This design comes from an exercise in tuning for small area, a short achievable clock period and few clock cycles on the open sky130 flow, not from production work.
Where RTL was checked, it was by simulation tests only, not by an equivalence proof against the original.

==> branch ember <==
==> flow/design.v <==
package bma_pkg;
	localparam int WORD_W = 32;
	localparam int BIT_W = 5;
	localparam int DEF_MAX_ORDER = 10;
	localparam logic [1:0] ST_OK = 2'd0;
	localparam logic [1:0] ST_NOSPACE = 2'd1;
	localparam logic [1:0] ST_BADSIZE = 2'd2;
	typedef logic [1:0] status_t;
	function automatic int rows_of(input int o, input int mo);
		int c;
		c = 1 << (mo - o);
		rows_of = (c > WORD_W) ? (c >> BIT_W) : 1;
	endfunction
	function automatic int row_base(input int o, input int mo);
		int s;
		s = 0;
		for (int q = 0; q < o; q++) begin
			s += rows_of(q, mo);
		end
		row_base = s;
	endfunction
	function automatic int map_rows(input int mo);
		map_rows = row_base(mo, mo) + 1;
	endfunction
endpackage
module bma_map_ram #(
	parameter int MO = 10,
	parameter int J = 0,
	parameter int BW = 5
) (
	input  logic              clk,
	input  logic              clr,        
	input  logic              act,        
	input  logic              r_type,     
	input  logic [MO-1:0]     r_a,
	input  logic              ld,         
	input  logic              in_fge,     
	input  logic [(1<<BW)-1:0] in_arow,   
	input  logic [(1<<BW)-1:0] srow,      
	input  logic [(1<<BW)-1:0] scol,      
	input  logic              found,
	input  logic              osel,       
	input  logic              below,      
	input  logic              mclr,       
	input  logic              msel,       
	output logic              any,
	output logic [(1<<BW)-1:0] rd_o,
	output logic [(1<<BW)-1:0] first_o,
	output logic [(1<<BW)-1:0] xlow_o,     
	output logic [MO-1:0]     fra,
	output logic              bfree
);
	localparam int W = 1 << BW;
	localparam int WL = (MO - J < BW) ? (MO - J) : BW;
	localparam int RL = (MO - J > BW) ? (MO - J - BW) : 0;
	localparam int WJ = 1 << WL;
	localparam int RJ = 1 << RL;
	function automatic logic [W-1:0] lowhot(input logic [W-1:0] x);
		logic [W-1:0] p;
		p = x;
		for (int s = 1; s < W; s = s * 2) begin
			p = p | (p << s);
		end
		lowhot = x & ~(p << 1);
	endfunction
	logic [RJ*WJ-1:0] mem_q;
	logic [RJ-1:0]    nz_q;       
	logic [RJ-1:0]    first;      
	logic [RJ-1:0]    arow;       
	logic [RJ-1:0]    rsel;
	logic [RJ-1:0]    rsel_q;     
	logic [WJ-1:0]    rd;
	logic [WJ-1:0]    xlow;       
	logic             xmore;      
	always_comb begin
		for (int r = 0; r < RJ; r++) begin
			arow[r] = ((r_a >> (J + WL)) == r);
		end
		rsel = (RL == 0) ? '1 : rsel_q;
		rd = '0;
		fra = '0;
		for (int r = 0; r < RJ; r++) begin
			if (rsel[r]) begin
				rd = rd | mem_q[r*WJ +: WJ];
			end
			if (first[r]) begin
				fra = fra | (r << (J + WL));
			end
		end
		rd_o = rd;
		xlow = lowhot(rd);
		xmore = |(rd & ~xlow);
		xlow_o = xlow;
		first_o = first;
	end
	assign any = |nz_q;
	logic [RJ-1:0] sr;           
	logic          a_first;      
	logic [RJ-1:0] fr_a;         
	logic [RJ-1:0] wfr;
	always_comb begin
		sr = lowhot(nz_q & ~first);
		a_first = |(arow & first);
		fr_a = lowhot(first | arow);
	end
	logic [RJ-1:0] wsel;
	logic [WJ-1:0] clrm;
	logic [WJ-1:0] setm;
	logic [WJ-1:0] wdata;
	logic          wnz;
	logic          we;
	if (J < MO) begin : g_low
		logic [WL-1:0] pos;      
		logic [WJ-1:0] bhot;     
		logic [WJ-1:0] shot;     
		logic          bmore;    
		assign pos = r_a[J +: WL];
		always_comb begin
			shot = 1 << pos;
			bhot = 1 << (pos ^ 1'b1);
			bfree = |(rd & bhot);
			bmore = |(rd & ~bhot);
			we = 1'b0;
			wsel = arow;
			clrm = '0;
			setm = '0;
			wnz = 1'b1;
			wfr = fr_a;
			if (!r_type) begin
				if (osel) begin
					we = 1'b1;
					wsel = first;
					clrm = xlow;
					wnz = xmore;
					wfr = xmore ? first : sr;
				end else if (below) begin
					we = found;
					wsel = (RL == 0) ? '1 : srow[RJ-1:0];
					setm = scol[WJ-1:0];
					wfr = wsel;
				end
			end else begin
				if (mclr) begin
					we = 1'b1;
					clrm = bhot;
					wnz = bmore;
					wfr = (bmore || !a_first) ? first : sr;
				end else if (msel) begin
					we = 1'b1;
					setm = shot;
				end
			end
			wdata = (rd & ~clrm) | setm;
			if (clr) begin
				wsel = '1;
				wdata = '0;
				wnz = 1'b0;
				wfr = '0;
			end
		end
	end else begin : g_top
		assign bfree = 1'b0;
		assign wfr = '0;
		always_comb begin
			we = r_type ? msel : osel;
			wsel = '1;
			clrm = '0;
			setm = '0;
			wdata = r_type;
			wnz = r_type;
			if (clr) begin
				wdata = 1'b1;
				wnz = 1'b1;
			end
		end
	end
	logic wen;
	assign wen = (we && act) || clr;
	for (genvar r = 0; r < RJ; r++) begin : g_row
		always_ff @(posedge clk) begin
			if (wen && wsel[r]) begin
				mem_q[r*WJ +: WJ] <= wdata;
				nz_q[r] <= wnz;
			end
		end
	end
	if (RJ > 1) begin : g_fr
		always_ff @(posedge clk) begin
			if (wen) begin
				first <= wfr;
			end
		end
		always_ff @(posedge clk) begin
			if (ld) begin
				rsel_q <= in_fge ? in_arow[RJ-1:0] : (wen ? wfr : first);
			end else begin
				rsel_q <= r_type ? arow : (wen ? wfr : first);
			end
		end
	end else begin : g_fr1
		assign first = nz_q;
	end
endmodule
module buddy_memory_allocator #(
	parameter int MAX_ORDER = bma_pkg::DEF_MAX_ORDER
) (
	input  logic                 clk,
	input  logic                 arst_n,
	input  logic                 req_valid,
	output logic                 req_ready,
	input  logic                 req_type,
	input  logic [MAX_ORDER:0]   req_size,
	input  logic [MAX_ORDER-1:0] free_address,
	output logic                 rsp_valid,
	input  logic                 rsp_ready,
	output logic [1:0]           status,
	output logic [MAX_ORDER-1:0] block_start,
	output logic [MAX_ORDER-1:0] block_end
);
	localparam int MO = MAX_ORDER;
	localparam int NL = MO + 1;
	localparam int BW = bma_pkg::BIT_W;
	localparam int W = 1 << BW;
	function automatic int wlog(input int j);
		wlog = (MO - j < BW) ? (MO - j) : BW;
	endfunction
	function automatic int rlog(input int j);
		rlog = (MO - j > BW) ? (MO - j - BW) : 0;
	endfunction
	function automatic logic [W-1:0] lowhot(input logic [W-1:0] x);
		logic [W-1:0] p;
		p = x;
		for (int s = 1; s < W; s = s * 2) begin
			p = p | (p << s);
		end
		lowhot = x & ~(p << 1);
	endfunction
	function automatic logic [BW-1:0] enc(input logic [W-1:0] h);
		logic [BW-1:0] e;
		e = '0;
		for (int b = 0; b < W; b++) begin
			if (h[b]) begin
				e = e | b;
			end
		end
		enc = e;
	endfunction
	function automatic logic [W-1:0] upfrom(input logic [W-1:0] x);
		logic [W-1:0] p;
		p = x;
		for (int s = 1; s < W; s = s * 2) begin
			p = p | (p << s);
		end
		upfrom = p;
	endfunction
	logic           clr_q;
	logic           r_valid;
	logic           r_type;
	logic           r_bad;
	logic [NL-1:0]  r_ge;      
	logic [NL-1:0]  r_fge;     
	logic [MO-1:0]  r_a;       
	logic           o_valid;
	logic [1:0]     o_status;
	logic [MO-1:0]  o_a;       
	logic [NL-1:0]  o_m;       
	logic go;
	logic proc;
	assign go = !o_valid || rsp_ready;
	assign proc = r_valid && go;
	assign req_ready = !clr_q && (!r_valid || go);
	logic [NL-1:0]  in_ge;
	logic           in_bad;
	logic           lowz;
	logic [NL*W-1:0] in_arow;
	always_comb begin
		for (int j = 0; j < NL; j++) begin
			lowz = 1'b1;
			for (int b = 0; b < j; b++) begin
				lowz = lowz && !req_size[b];
			end
			in_ge[j] = ((req_size >> (j + 1)) == '0) && (!req_size[j] || lowz);
		end
		in_bad = (req_size == '0) || !in_ge[MO];
		in_arow = '0;
		for (int j = 0; j < NL; j++) begin
			for (int r = 0; r < (1 << rlog(j)); r++) begin
				in_arow[j*W + r] = ((free_address >> (j + wlog(j))) == r);
			end
		end
	end
	always_ff @(posedge clk or negedge arst_n) begin
		if (!arst_n) begin
			clr_q <= 1'b1;
			r_valid <= 1'b0;
			o_valid <= 1'b0;
		end else begin
			clr_q <= 1'b0;
			if (req_ready) begin
				r_valid <= req_valid;
			end
			if (go) begin
				o_valid <= r_valid;
			end
		end
	end
	always_ff @(posedge clk) begin
		if (req_ready) begin
			r_type <= req_type;
			r_bad <= in_bad;
			r_ge <= in_ge;
			r_fge <= req_type ? in_ge : '0;
			r_a <= free_address & in_ge[MO-1:0];
		end
	end
	logic [NL-1:0]     lvl_any;     
	logic [NL*W-1:0]   lvl_rd;      
	logic [NL*W-1:0]   lvl_first;   
	logic [NL*MO-1:0]  lvl_fra;     
	logic [NL-1:0]     bfree;       
	logic [NL-1:0] cand;
	logic [NL-1:0] osel;          
	logic [NL-1:0] below;         
	logic          found;
	logic [NL*W-1:0] lvl_xlow;    
	logic [MO-1:0] fa;
	always_comb begin
		cand = lvl_any & r_ge;
		osel = lowhot(cand);
		below = r_ge & ~upfrom(cand);
		found = |cand;
		fa = '0;
		for (int j = 0; j < NL; j++) begin
			if (osel[j]) begin
				fa = fa | lvl_fra[j*MO +: MO] | (enc(lvl_xlow[j*W +: W]) << j);
			end
		end
	end
	logic [NL-1:0] stop;
	logic [NL-1:0] msel;          
	logic [NL-1:0] mclr;          
	always_comb begin
		stop = r_ge & ~bfree;
		stop[MO] = 1'b1;
		msel = lowhot(stop);
		mclr = r_ge & ~upfrom(stop);
	end
	logic [NL*W-1:0] lvl_srow;
	logic [NL*W-1:0] lvl_scol;
	for (genvar j = 0; j < NL; j++) begin : g_split
		localparam int WLJ = wlog(j);
		logic [W-1:0] srow;
		logic [W-1:0] scol;
		logic [W-1:0] fro;
		logic [W-1:0] xlow;
		logic         g;
		always_comb begin
			srow = '0;
			scol = '0;
			for (int o = j + 1; o < NL; o++) begin
				fro = lvl_first[o*W +: W];
				xlow = lvl_xlow[o*W +: W];
				for (int rr = 0; rr < (1 << rlog(j)); rr++) begin
					g = 1'b0;
					if ((rr >> (wlog(o) + o - j - WLJ)) < (1 << rlog(o))) begin
						if (o - j < WLJ) begin
							for (int x = 0; x < (1 << (WLJ - o + j)); x++) begin
								g = g | xlow[((rr & ((1 << (wlog(o) + o - j - WLJ)) - 1)) << (WLJ - o + j)) + x];
							end
						end else if ((rr & ((1 << (o - j - WLJ)) - 1)) == 0) begin
							g = xlow[(rr & ((1 << (wlog(o) + o - j - WLJ)) - 1)) >> (o - j - WLJ)];
						end
						srow[rr] = srow[rr] | (osel[o] & fro[rr >> (wlog(o) + o - j - WLJ)] & g);
					end
				end
				if (o - j < WLJ) begin
					for (int y = 0; y < (1 << (WLJ - o + j)); y++) begin
						g = 1'b0;
						for (int k = 0; k < (1 << (wlog(o) - WLJ + o - j)); k++) begin
							g = g | xlow[y + (k << (WLJ - o + j))];
						end
						scol[(y << (o - j)) | 1] = scol[(y << (o - j)) | 1] | (osel[o] & g);
					end
				end else begin
					scol[1] = scol[1] | osel[o];
				end
			end
		end
		assign lvl_srow[j*W +: W] = srow;
		assign lvl_scol[j*W +: W] = scol;
	end
	for (genvar j = 0; j < NL; j++) begin : g_lvl
		logic [W-1:0] rd;
		logic [W-1:0] first;
		bma_map_ram #(
			.MO (MO),
			.J  (j),
			.BW (BW)
		) u_lvl (
			.clk    (clk),
			.clr    (clr_q),
			.act    (proc && !r_bad),
			.r_type (r_fge[j]),
			.r_a    (r_a),
			.ld     (req_ready),
			.in_fge (req_type && in_ge[j]),
			.in_arow(in_arow[j*W +: W]),
			.srow   (lvl_srow[j*W +: W]),
			.scol   (lvl_scol[j*W +: W]),
			.found  (found),
			.osel   (osel[j]),
			.below  (below[j]),
			.mclr   (mclr[j]),
			.msel   (msel[j]),
			.any    (lvl_any[j]),
			.rd_o   (rd),
			.first_o(first),
			.xlow_o (lvl_xlow[j*W +: W]),
			.fra    (lvl_fra[j*MO +: MO]),
			.bfree  (bfree[j])
		);
		assign lvl_rd[j*W +: W] = rd;
		assign lvl_first[j*W +: W] = first;
	end
	always_ff @(posedge clk) begin
		if (proc) begin
			o_status <= bma_pkg::ST_OK;
			o_a <= '0;
			o_m <= '1;
			if (r_bad) begin
				o_status <= bma_pkg::ST_BADSIZE;
			end else if (r_type) begin
				o_a <= r_a;
				o_m <= stop;
			end else if (found) begin
				o_a <= fa;
				o_m <= r_ge;
			end else begin
				o_status <= bma_pkg::ST_NOSPACE;
			end
		end
	end
	logic [MO-1:0] o_mask;
	assign o_mask = ~upfrom(o_m);
	assign rsp_valid = o_valid;
	assign status = o_status;
	assign block_start = o_a & ~o_mask;
	assign block_end = o_a | o_mask;
endmodule
==> flow/run.sh <==
#!/bin/bash
# synth_recipe.tcl (not shown) runs the flow's synth.tcl, then flattens the netlist and writes it again
# the make line also repeats each setting of config.mk as NAME=value (left out here)
make -C /OpenROAD-flow-scripts/flow DESIGN_CONFIG=/design/flow/config.mk WORK_HOME=/design/flow/orfs CLKGATE_MAP_FILE= SYNTH_SCRIPT=/design/flow/synth_recipe.tcl finish
==> flow/config.mk <==
export PLATFORM = sky130hd
export DESIGN_NAME = buddy_memory_allocator
export DESIGN_NICKNAME = buddy_memory_allocator
export VERILOG_FILES = /design/flow/design.v
export SDC_FILE = /design/flow/constraint.sdc
export NUM_CORES = 4
export LEC_CHECK = 0
export CAP_MARGIN = 20
export CORE_MARGIN = 2
export CORE_UTILIZATION = 50
export PLACE_DENSITY = 0.6
export SETUP_SLACK_MARGIN = 1.0
export SLEW_MARGIN = 20
export TNS_END_PERCENT = 100
==> flow/constraint.sdc <==
create_clock -name core_clock -period 6.5 [get_ports {clk}]
set_input_delay 1.3000 -clock core_clock [delete_from_list [all_inputs] [get_ports {clk}]]
set_output_delay 1.3000 -clock core_clock [all_outputs]
set_load 0.01 [all_outputs]
==> branch delta (differences from branch ember) <==
--- a/flow/config.mk
+++ b/flow/config.mk
@@ -7,8 +7,8 @@
 export LEC_CHECK = 0
 export CAP_MARGIN = 20
 export CORE_MARGIN = 2
-export CORE_UTILIZATION = 50
-export PLACE_DENSITY = 0.6
-export SETUP_SLACK_MARGIN = 1.0
+export CORE_UTILIZATION = 42
+export PLACE_DENSITY = 0.55
+export SETUP_SLACK_MARGIN = 0.4
 export SLEW_MARGIN = 20
 export TNS_END_PERCENT = 100
==> branch indigo (differences from branch ember) <==
--- a/flow/design.v
+++ b/flow/design.v
@@ -33,11 +33,10 @@
 	input  logic              act,        
 	input  logic              r_type,     
 	input  logic [MO-1:0]     r_a,
-	input  logic              ld,         
-	input  logic              in_fge,     
-	input  logic [(1<<BW)-1:0] in_arow,   
 	input  logic [(1<<BW)-1:0] srow,      
 	input  logic [(1<<BW)-1:0] scol,      
+	input  logic [(1<<BW)-1:0] xlow,
+	input  logic              xmore,
 	input  logic              found,
 	input  logic              osel,       
 	input  logic              below,      
@@ -46,7 +45,6 @@
 	output logic              any,
 	output logic [(1<<BW)-1:0] rd_o,
 	output logic [(1<<BW)-1:0] first_o,
-	output logic [(1<<BW)-1:0] xlow_o,     
 	output logic [MO-1:0]     fra,
 	output logic              bfree
 );
@@ -68,15 +66,13 @@
 	logic [RJ-1:0]    first;      
 	logic [RJ-1:0]    arow;       
 	logic [RJ-1:0]    rsel;
-	logic [RJ-1:0]    rsel_q;     
 	logic [WJ-1:0]    rd;
-	logic [WJ-1:0]    xlow;       
-	logic             xmore;      
 	always_comb begin
+		first = lowhot(nz_q);
 		for (int r = 0; r < RJ; r++) begin
 			arow[r] = ((r_a >> (J + WL)) == r);
 		end
-		rsel = (RL == 0) ? '1 : rsel_q;
+		rsel = r_type ? arow : first;
 		rd = '0;
 		fra = '0;
 		for (int r = 0; r < RJ; r++) begin
@@ -88,21 +84,9 @@
 			end
 		end
 		rd_o = rd;
-		xlow = lowhot(rd);
-		xmore = |(rd & ~xlow);
-		xlow_o = xlow;
 		first_o = first;
 	end
 	assign any = |nz_q;
-	logic [RJ-1:0] sr;           
-	logic          a_first;      
-	logic [RJ-1:0] fr_a;         
-	logic [RJ-1:0] wfr;
-	always_comb begin
-		sr = lowhot(nz_q & ~first);
-		a_first = |(arow & first);
-		fr_a = lowhot(first | arow);
-	end
 	logic [RJ-1:0] wsel;
 	logic [WJ-1:0] clrm;
 	logic [WJ-1:0] setm;
@@ -125,26 +109,22 @@
 			clrm = '0;
 			setm = '0;
 			wnz = 1'b1;
-			wfr = fr_a;
 			if (!r_type) begin
 				if (osel) begin
 					we = 1'b1;
 					wsel = first;
 					clrm = xlow;
 					wnz = xmore;
-					wfr = xmore ? first : sr;
 				end else if (below) begin
 					we = found;
 					wsel = (RL == 0) ? '1 : srow[RJ-1:0];
 					setm = scol[WJ-1:0];
-					wfr = wsel;
 				end
 			end else begin
 				if (mclr) begin
 					we = 1'b1;
 					clrm = bhot;
 					wnz = bmore;
-					wfr = (bmore || !a_first) ? first : sr;
 				end else if (msel) begin
 					we = 1'b1;
 					setm = shot;
@@ -155,12 +135,10 @@
 				wsel = '1;
 				wdata = '0;
 				wnz = 1'b0;
-				wfr = '0;
 			end
 		end
 	end else begin : g_top
 		assign bfree = 1'b0;
-		assign wfr = '0;
 		always_comb begin
 			we = r_type ? msel : osel;
 			wsel = '1;
@@ -184,22 +162,6 @@
 			end
 		end
 	end
-	if (RJ > 1) begin : g_fr
-		always_ff @(posedge clk) begin
-			if (wen) begin
-				first <= wfr;
-			end
-		end
-		always_ff @(posedge clk) begin
-			if (ld) begin
-				rsel_q <= in_fge ? in_arow[RJ-1:0] : (wen ? wfr : first);
-			end else begin
-				rsel_q <= r_type ? arow : (wen ? wfr : first);
-			end
-		end
-	end else begin : g_fr1
-		assign first = nz_q;
-	end
 endmodule
 module buddy_memory_allocator #(
 	parameter int MAX_ORDER = bma_pkg::DEF_MAX_ORDER
@@ -268,11 +230,10 @@
 	logic proc;
 	assign go = !o_valid || rsp_ready;
 	assign proc = r_valid && go;
-	assign req_ready = !clr_q && (!r_valid || go);
+	assign req_ready = !r_valid || go;
 	logic [NL-1:0]  in_ge;
 	logic           in_bad;
 	logic           lowz;
-	logic [NL*W-1:0] in_arow;
 	always_comb begin
 		for (int j = 0; j < NL; j++) begin
 			lowz = 1'b1;
@@ -282,12 +243,6 @@
 			in_ge[j] = ((req_size >> (j + 1)) == '0) && (!req_size[j] || lowz);
 		end
 		in_bad = (req_size == '0) || !in_ge[MO];
-		in_arow = '0;
-		for (int j = 0; j < NL; j++) begin
-			for (int r = 0; r < (1 << rlog(j)); r++) begin
-				in_arow[j*W + r] = ((free_address >> (j + wlog(j))) == r);
-			end
-		end
 	end
 	always_ff @(posedge clk or negedge arst_n) begin
 		if (!arst_n) begin
@@ -322,17 +277,27 @@
 	logic [NL-1:0] osel;          
 	logic [NL-1:0] below;         
 	logic          found;
-	logic [NL*W-1:0] lvl_xlow;    
+	logic [W-1:0]  xrow;          
+	logic [W-1:0]  xlow;          
+	logic          xmore;         
 	logic [MO-1:0] fa;
 	always_comb begin
 		cand = lvl_any & r_ge;
 		osel = lowhot(cand);
 		below = r_ge & ~upfrom(cand);
 		found = |cand;
+		xrow = '0;
 		fa = '0;
 		for (int j = 0; j < NL; j++) begin
 			if (osel[j]) begin
-				fa = fa | lvl_fra[j*MO +: MO] | (enc(lvl_xlow[j*W +: W]) << j);
+				xrow = xrow | lvl_rd[j*W +: W];
+			end
+		end
+		xlow = lowhot(xrow);
+		xmore = |(xrow & ~xlow);
+		for (int j = 0; j < NL; j++) begin
+			if (osel[j]) begin
+				fa = fa | lvl_fra[j*MO +: MO] | (enc(xlow) << j);
 			end
 		end
 	end
@@ -352,14 +317,12 @@
 		logic [W-1:0] srow;
 		logic [W-1:0] scol;
 		logic [W-1:0] fro;
-		logic [W-1:0] xlow;
 		logic         g;
 		always_comb begin
 			srow = '0;
 			scol = '0;
 			for (int o = j + 1; o < NL; o++) begin
 				fro = lvl_first[o*W +: W];
-				xlow = lvl_xlow[o*W +: W];
 				for (int rr = 0; rr < (1 << rlog(j)); rr++) begin
 					g = 1'b0;
 					if ((rr >> (wlog(o) + o - j - WLJ)) < (1 << rlog(o))) begin
@@ -402,11 +365,10 @@
 			.act    (proc && !r_bad),
 			.r_type (r_fge[j]),
 			.r_a    (r_a),
-			.ld     (req_ready),
-			.in_fge (req_type && in_ge[j]),
-			.in_arow(in_arow[j*W +: W]),
 			.srow   (lvl_srow[j*W +: W]),
 			.scol   (lvl_scol[j*W +: W]),
+			.xlow   (xlow),
+			.xmore  (xmore),
 			.found  (found),
 			.osel   (osel[j]),
 			.below  (below[j]),
@@ -415,7 +377,6 @@
 			.any    (lvl_any[j]),
 			.rd_o   (rd),
 			.first_o(first),
-			.xlow_o (lvl_xlow[j*W +: W]),
 			.fra    (lvl_fra[j*MO +: MO]),
 			.bfree  (bfree[j])
 		);
--- a/flow/config.mk
+++ b/flow/config.mk
@@ -7,8 +7,7 @@
 export LEC_CHECK = 0
 export CAP_MARGIN = 20
 export CORE_MARGIN = 2
-export CORE_UTILIZATION = 50
-export PLACE_DENSITY = 0.6
-export SETUP_SLACK_MARGIN = 1.0
+export CORE_UTILIZATION = 55
+export PLACE_DENSITY = 0.65
 export SLEW_MARGIN = 20
 export TNS_END_PERCENT = 100
==> branch nickel (differences from branch ember) <==
--- a/flow/design.v
+++ b/flow/design.v
@@ -33,9 +33,7 @@
 	input  logic              act,        
 	input  logic              r_type,     
 	input  logic [MO-1:0]     r_a,
-	input  logic              ld,         
-	input  logic              in_fge,     
-	input  logic [(1<<BW)-1:0] in_arow,   
+	input  logic [(1<<BW)-1:0] r_arow,    
 	input  logic [(1<<BW)-1:0] srow,      
 	input  logic [(1<<BW)-1:0] scol,      
 	input  logic              found,
@@ -68,15 +66,12 @@
 	logic [RJ-1:0]    first;      
 	logic [RJ-1:0]    arow;       
 	logic [RJ-1:0]    rsel;
-	logic [RJ-1:0]    rsel_q;     
 	logic [WJ-1:0]    rd;
 	logic [WJ-1:0]    xlow;       
 	logic             xmore;      
 	always_comb begin
-		for (int r = 0; r < RJ; r++) begin
-			arow[r] = ((r_a >> (J + WL)) == r);
-		end
-		rsel = (RL == 0) ? '1 : rsel_q;
+		arow = (RL == 0) ? '1 : r_arow[RJ-1:0];
+		rsel = r_type ? arow : first;
 		rd = '0;
 		fra = '0;
 		for (int r = 0; r < RJ; r++) begin
@@ -190,13 +185,6 @@
 				first <= wfr;
 			end
 		end
-		always_ff @(posedge clk) begin
-			if (ld) begin
-				rsel_q <= in_fge ? in_arow[RJ-1:0] : (wen ? wfr : first);
-			end else begin
-				rsel_q <= r_type ? arow : (wen ? wfr : first);
-			end
-		end
 	end else begin : g_fr1
 		assign first = nz_q;
 	end
@@ -260,6 +248,7 @@
 	logic [NL-1:0]  r_ge;      
 	logic [NL-1:0]  r_fge;     
 	logic [MO-1:0]  r_a;       
+	logic [NL*W-1:0] r_arow;   
 	logic           o_valid;
 	logic [1:0]     o_status;
 	logic [MO-1:0]  o_a;       
@@ -268,7 +257,7 @@
 	logic proc;
 	assign go = !o_valid || rsp_ready;
 	assign proc = r_valid && go;
-	assign req_ready = !clr_q && (!r_valid || go);
+	assign req_ready = !r_valid || go;
 	logic [NL-1:0]  in_ge;
 	logic           in_bad;
 	logic           lowz;
@@ -285,7 +274,7 @@
 		in_arow = '0;
 		for (int j = 0; j < NL; j++) begin
 			for (int r = 0; r < (1 << rlog(j)); r++) begin
-				in_arow[j*W + r] = ((free_address >> (j + wlog(j))) == r);
+				in_arow[j*W + r] = (((free_address & in_ge[MO-1:0]) >> (j + wlog(j))) == r);
 			end
 		end
 	end
@@ -311,6 +300,7 @@
 			r_ge <= in_ge;
 			r_fge <= req_type ? in_ge : '0;
 			r_a <= free_address & in_ge[MO-1:0];
+			r_arow <= in_arow;
 		end
 	end
 	logic [NL-1:0]     lvl_any;     
@@ -402,9 +392,7 @@
 			.act    (proc && !r_bad),
 			.r_type (r_fge[j]),
 			.r_a    (r_a),
-			.ld     (req_ready),
-			.in_fge (req_type && in_ge[j]),
-			.in_arow(in_arow[j*W +: W]),
+			.r_arow (r_arow[j*W +: W]),
 			.srow   (lvl_srow[j*W +: W]),
 			.scol   (lvl_scol[j*W +: W]),
 			.found  (found),
--- a/flow/config.mk
+++ b/flow/config.mk
@@ -9,6 +9,6 @@
 export CORE_MARGIN = 2
 export CORE_UTILIZATION = 50
 export PLACE_DENSITY = 0.6
-export SETUP_SLACK_MARGIN = 1.0
+export SETUP_SLACK_MARGIN = 0.4
 export SLEW_MARGIN = 20
 export TNS_END_PERCENT = 100
==> qor summary <==
                                                                  branch delta              branch ember             branch indigo  branch nickel
FF-to-FF Start                                                          r_a[5]  g_lvl[0].u_lvl.rsel_q[0]                         -         r_a[6]
Bufs w/o clock                                                            1139                      1082                         -            924
Top routing layer in use                                                  met5                      met5                         -           met5
Yosys reg bits                                                            2297                      2297                      2173           2296
Cell type with the highest occurrence count on the critical path         buf_4                     buf_4                         -              -
Total length of routed met3 wires                                      81.9 mm                   99.9 mm                         -        77.4 mm
Num tapcells                                                              3402                      2854                         -           2854
Status                                                timing/DRC/antenna clean  timing/DRC/antenna clean            did not finish  timing/DRC/antenna clean
Stage where the flow stopped                                                 -                         -  global routing (5_1_grt)              -
Total number of cells along the worst setup path                            15                        16                         -             12
Number of failing hold endpoints at the final stage                          0                         0                         -              0
Horizontal die dimension                                                513 µm                    471 µm                    443 µm         472 µm
Time the worst path needs with I/O delays and setup                    6.35 ns                   6.09 ns                         -        6.14 ns
Multi-input gate share of the layout cell area                           30.1%                     30.7%                         -          30.1%
Worst Setup Slack, final                                              0.147 ns                  0.410 ns                         -       0.364 ns
Testbench counts of branch ember, summed over its fixed seeds: cycles 8,024.
Testbench counts of branch delta, summed over its fixed seeds: cycles 8,024.
Testbench counts of branch nickel, summed over its fixed seeds: cycles 8,016.
The RTL of branch indigo was laid out without a check of its function.

what the ideal ports hide:
In the flow no input, the clock included, has a driving cell. The finished layouts below were timed again as built, in two steps.
Step 1 assumes that a clkbuf_16 drives the clock port and a buf_2 every other input.
Step 2 also shifts input and output timing later by t, the mid clock arrival at the registers, as if the neighbouring blocks saw the same clock.
Slacks: ideal ports / drivers / drivers and shift; pairs: ideal ports / drivers.
run	shift t [ns]	slack for setup (ns)	worst register clock-pin slew, ns
branch ember	1.038	0.410 / 0.410 / 0.410	0.09 / 0.09
branch delta	0.992	0.147 / 0.147 / 0.147	0.08 / 0.08
branch nickel	0.979	0.364 / 0.364 / 0.067	0.07 / 0.07
After both steps setup and hold are still met in every run listed. For branch nickel, which loses most, drivers alone change the setup slack by 0.000 ns; drivers and shift together by -0.297 ns.
